Source: an optimization exercise on an open RTL-to-GDS flow (aim: small area, a short achievable clock period and few clock cycles per item). Production flows keep margins and buffers that such runs may drop.
Where RTL was checked, it was by simulation tests only, not by an equivalence proof against the original.

## fjord
// tpu_top
module tpu_top
(
    input  logic        clk,
    input  logic        rst,
    input  logic        psel,
    input  logic        penable,
    input  logic        pwrite,
    input  logic [7:0]  paddr,
    input  logic [31:0] pwdata,
    output logic [31:0] prdata,
    output logic        pready,
    output logic        pslverr
);
For scale: about 3700 cells after synthesis, ~510 flip-flops, about 0.028 sq mm of cells after synthesis.
Settings: LEC_CHECK=0, ABC_AREA=1, CAP_MARGIN=20, CORE_MARGIN=2, CORE_UTILIZATION=55, SLEW_MARGIN=20; clock period 10.0 ns.
standard.sh (not shown) runs the stock make flow with config.mk's settings and CLKGATE_MAP_FILE= SYNTH_SCRIPT=/design/flow/synth_recipe.tcl, a recipe that flattens the netlist after the stock synthesis.
==> flow/flow/run.sh <==
#!/bin/bash
set -euo pipefail
bash standard.sh SETUP_SLACK_MARGIN=6.5 MATCH_CELL_FOOTPRINT=0 finish > flow_make.log 2>&1
Testbench counts of fjord, summed over its fixed seeds: cycles 17,472, jobs 192.
> inputs changed (fjord -> xenon)
==> flow/flow/run.sh <==
#!/bin/bash
set -euo pipefail
bash standard.sh SETUP_SLACK_MARGIN=6.5 finish > flow_make.log 2>&1
==> comparison <==
Status | xenon and fjord | clean. Via count delta (xenon -> fjord): insignificant. | setup slack after layout | xenon vs fjord | 0.083 ns lower |. Any difference in cell area between fjord and xenon is small enough to ignore.
Modified inputs, harbor compared to xenon
==> flow/flow/run.sh <==
#!/bin/bash
set -euo pipefail
bash standard.sh SETUP_SLACK_MARGIN=6.8 MATCH_CELL_FOOTPRINT=0 finish > flow_make.log 2>&1
==> notes.md <==
- Lower setup slack was reported by xenon, not harbor.
- Diff xenon -> harbor | number of cells on the worst reg-to-reg path | increase of 1
- Cell area came out higher on harbor than on xenon.

========
== before ==
tpu_top, a different RTL version from the one above (not shown whole).
For scale: roughly 2500 cells after synthesis, ~79 I/O pins, roughly 0.027 mm2 of cells after synthesis.
==> flow/design.v (excerpt) <==
module tpu_top
(
    input  logic        clk,
    input  logic        rst,
    input  logic        psel,
    input  logic        penable,
    input  logic        pwrite,
    input  logic [7:0]  paddr,
    input  logic [31:0] pwdata,
    output logic [31:0] prdata,
    output logic        pready,
    output logic        pslverr
);
    localparam int MW = 63;   
    logic [7:0] aq   [4][4];     
    logic [7:0] wq   [4][4];     
    logic [6:0] res  [16];       
    logic       res_ok;          
    logic       busy;
    logic       done;
    logic       go_q;            
    logic       wact;            
    logic       fin_q;           
    logic [3:0] wcnt;            
    logic [3:0] t;               
    logic [3:0] idx;
    logic       aligned, is_ctrl, is_status, is_feat, is_wgt, is_res, mapped;
    assign idx       = paddr[5:2];
    assign aligned   = (paddr[1:0] == 2'b00);
    assign is_ctrl   = (paddr == 8'h00);
    assign is_status = (paddr == 8'h04);
    assign is_feat   = aligned && (paddr[7:6] == 2'd1);
    assign is_wgt    = aligned && (paddr[7:6] == 2'd2);
    assign is_res    = aligned && (paddr[7:6] == 2'd3);
    assign mapped    = is_ctrl || is_status || is_feat || is_wgt || is_res;
    logic [MW-1:0] m, mq;
    logic [17:0]   r0, r1, rq0, rq1, sum;
    logic [6:0]    act;
    logic [6:0]    act_w;        
    logic          pz2, pz3;     
    logic [3:0]    e3;           
    logic          res_we;       
    tpu_dot4_a i_dot_a (
        .a0 (aq[0][0]), .a1 (aq[0][1]), .a2 (aq[0][2]), .a3 (aq[0][3]),
        .w0 (wq[0][0]), .w1 (wq[1][0]), .w2 (wq[2][0]), .w3 (wq[3][0]),
        .m  (m)
    );
    tpu_dot4_b i_dot_b (
        .m  (mq),
        .r0 (r0),
        .r1 (r1)
    );
    assign sum    = rq0 + rq1 + 18'h20000;
    assign act    = sum[17] ? 7'd0 : (|sum[16:7]) ? 7'd127 : sum[6:0];
    assign act_w  = pz3 ? 7'd0 : act;
    assign e3     = t - 4'd2;
    assign res_we = wact;
    logic fin;                 
    logic busy_nx, done_nx;    
    logic err_setup;           
    assign fin     = fin_q;
    assign busy_nx = busy && !fin;
    assign done_nx = done || fin;
  ...
clock: 10.0 ns
lec_check: 0
cap_margin: 20
core_margin: 2
core_utilization: 65
place_density: 0.72
slew_margin: 20
==> flow/flow/run.sh <==
#!/bin/bash
set -euo pipefail
bash standard.sh SETUP_SLACK_MARGIN=6.8 MATCH_CELL_FOOTPRINT=0 \
    "BUFFER_PORTS_ARGS=-buffer_cell sky130_fd_sc_hd__buf_2" finish > flow_make.log 2>&1
before: full flow OK, the timing, design-rule and antenna checks passed
--- input diff before..after ---
- PLACE_DENSITY: 0.72 -> 0.75
- CORE_UTILIZATION: 65 -> 70
[summary]
Register share of the cell area across after and before: no real change.
Number of optimization iterations in the first detailed-route pass ended up 1 higher on after than on before.
after has delay of the slowest critical-path stage above what before had.
after against before: global-route usage now larger; count of clock buffers in the final design +about 4%; final non-filler cell area level.
Function was not checked in any run of this note: the RTL went through the layout flow alone.

static timing again, ports no longer ideal:
Ports are ideal in the flow. The routed layouts listed here were re-timed in OpenROAD.
Step 1 assumes that a clkbuf_16 drives the clock port and a buf_2 every other input.
Step 2 times the ports against the registers' clock, not the clock port: input delays grow and output delays shrink by t, the midpoint of the rising clock arrivals with the driver on.
a / b / c = no drivers / after step 1 / after step 2; a / b = the first two.
| run | shift t [ns] | slack for setup (ns) | worst setup path at the end | cell pins on the clock port's net |
|---|---|---|---|---|
| fjord | 0.685 | 6.550 / 6.496 / 5.811 | input to register | 1 |
| xenon | 0.686 | 6.467 / 6.497 / 5.811 | input to register | 1 |
| harbor | 0.673 | 6.554 / 6.554 / 6.040 | input to register | 1 |
| before | 0.661 | 6.760 / 6.768 / 6.131 | input to register | 1 |
| after | 0.655 | 6.751 / 6.764 / 6.121 | input to register | 1 |
After both steps every run listed still meets setup and hold. The setup slack of fjord, which loses most, moves by -0.054 ns with the drivers and by -0.739 ns with both steps.
